This is an optimization exercise on Yosys and OpenROAD, whose aim is a short achievable clock period, few clock cycles per item and low power, not a production implementation.
Only simulation tests tie the RTL to the original design; equivalence was not proved.
Power and IR drop assume default switching activity.

run Z:
==> flow/design.v (excerpt) <==
module fp_mul_pipe (
   input  logic        clk,
   input  logic        rst,
   input  logic        in_valid,
   output logic        in_ready,
   input  logic [31:0] op1,
   input  logic [31:0] op2,
   output logic        out_valid,
   input  logic        out_ready,
   output logic [31:0] res,
   output logic [3:0]  flags
);
==> flow/config.mk <==
export PLATFORM = sky130hd
export DESIGN_NAME = fp_mul_pipe
export DESIGN_NICKNAME = fp_mul_pipe
export VERILOG_FILES = /design/flow/design.v
export SDC_FILE = /design/flow/constraint.sdc
export NUM_CORES = 4
export LEC_CHECK = 0
export CAP_MARGIN = 20
export CORE_MARGIN = 2
export CORE_UTILIZATION = 40
export CTS_BUF_LIST = sky130_fd_sc_hd__clkbuf_8
export CTS_CLUSTER_DIAMETER = 60
export CTS_CLUSTER_SIZE = 20
export SLEW_MARGIN = 20
export SYNTH_HIERARCHICAL = 1
==> flow/constraint.sdc <==
create_clock -name core_clock -period 10.0 [get_ports {clk}]
set_input_delay 2.0000 -clock core_clock [delete_from_list [all_inputs] [get_ports {clk}]]
set_output_delay 2.0000 -clock core_clock [all_outputs]
set_load 0.01 [all_outputs]
standard.sh (not shown) runs the stock make flow with config.mk's settings and CLKGATE_MAP_FILE= SYNTH_SCRIPT=/design/flow/synth_recipe.tcl, a recipe that flattens the netlist after the stock synthesis.
==> flow/flow/run.sh <==
#!/bin/bash
set -euo pipefail
bash standard.sh SETUP_SLACK_MARGIN=6.3 finish > orfs_make.log 2>&1
Testbench counts of run Z, summed over its fixed seeds: cycles 32,032, items 32,000.
#### Input delta (run H over run Z)
--- a/flow/design.v
+++ b/flow/design.v
@@ -124,20 +124,21 @@
    input  logic        out_ready,
    output logic [31:0] res,
    output logic [3:0]  flags
 );
    logic        en;         
    logic        v0, v1, v2;
    logic [1:0]  sk_n;       
    logic        sk_full;
    logic [35:0] sk1, sk2;
    logic        deliver, arrive, take;
+   logic        sn0, sn1, sn2, ld1, ld2;
    logic        s0_sign;
    logic [1:0]  s0_spec;
    logic [8:0]  s0_esum;     
    logic [22:0] s0_fa;
    logic [11:0] s0_one, s0_two;
    logic [10:0] s0_neg;
    logic [11:0] enc_one, enc_two;
    logic [10:0] enc_neg;
    logic        s1_sign;
    logic [1:0]  s1_spec;
@@ -2311,31 +2312,29 @@
          if (take) out_valid <= (sk_n != 2'd0) || arrive;
          case ({take, arrive})
             2'b10:   sk_n <= (sk_n == 2'd0) ? 2'd0 : sk_n - 2'd1;
             2'b01:   sk_n <= sk_n + 2'd1;
             default: sk_n <= sk_n;
          endcase
          sk_full  <= (sk_n == 2'd2 && !take) || (sk_n == 2'd1 && !take && arrive);
          in_ready <= (sk_n == 2'd0 && (take || !arrive)) || (sk_n == 2'd1 && take && !arrive);
       end
    end
+   assign sn0     = (sk_n == 2'd0);
+   assign sn1     = (sk_n == 2'd1);
+   assign sn2     = (sk_n == 2'd2);
+   assign ld1     = out_ready ? !sn0 : (out_valid ? (arrive && sn0) : !sn0);
+   assign ld2     = !out_ready && out_valid && arrive && sn1;
    always_ff @(posedge clk) begin
-      if (take) begin
-         if (sk_n != 2'd0) {flags, res} <= sk1;
-         else              {flags, res} <= {rp_flags, rp_res};
-      end
-      if (take && sk_n != 2'd0) begin
-         sk1 <= (sk_n == 2'd2) ? sk2 : {rp_flags, rp_res};
-      end else if (arrive && !take) begin
-         if (sk_n == 2'd0) sk1 <= {rp_flags, rp_res};
-         else              sk2 <= {rp_flags, rp_res};
-      end
+      if (take) {flags, res} <= sn0 ? {rp_flags, rp_res} : sk1;
+      if (ld1)  sk1 <= sn2 ? sk2 : {rp_flags, rp_res};
+      if (ld2)  sk2 <= {rp_flags, rp_res};
    end
 endmodule
 module fp_fa (
    input  logic a,
    input  logic b,
    input  logic c,
    output logic s,
    output logic co
 );
    assign s  = a ^ b ^ c;
## What came out
Run Z completed; timing, DRC and antenna clean
Run H finished all stages; the layout is clean.
Lower smallest setup slack after layout among run Z and run H: run H
Going from run Z to run H, final cell count barely changed; remaining max-slew budget at the tightest pin climbed 4.4 points.
Compare run Z and run H | count of clock buffers in the final design higher: run H
Total power after layout delta (run H − run Z): favourable
Detailed placement HPWL delta for run H relative to run Z: about 0.7% lower
Run H against run Z: total power divided by cell area now sits at about the same level; maximum number of pins on one net before global-route repair -about 10%.
Testbench counts of run H, summed over its fixed seeds: cycles 32,032, items 32,000.

[separate check: timing with driven ports]
In the flow no input, the clock included, has a driving cell. The finished layouts below were timed again as built, in two steps. Step 1 sets driving cells, clkbuf_16 on the clock port and buf_2 on the other inputs (assumed; they add their load-dependent delay and slew). Step 2 also shifts input and output timing later by t, the mid clock arrival at the registers, as if the neighbouring blocks saw the same clock. Slacks: ideal ports / drivers / drivers and shift; pairs: ideal ports / drivers.
run | t, ns | slack for setup (ns) | pins driven straight from the clock port
run Z | 0.722 | 6.353 / 6.348 / 5.736 | 1
run H | 0.728 | 6.328 / 6.328 / 5.747 | 1
After both steps setup and hold are still met in every run listed. For run Z, which loses most, drivers alone change the setup slack by -0.005 ns; drivers and shift together by -0.617 ns.
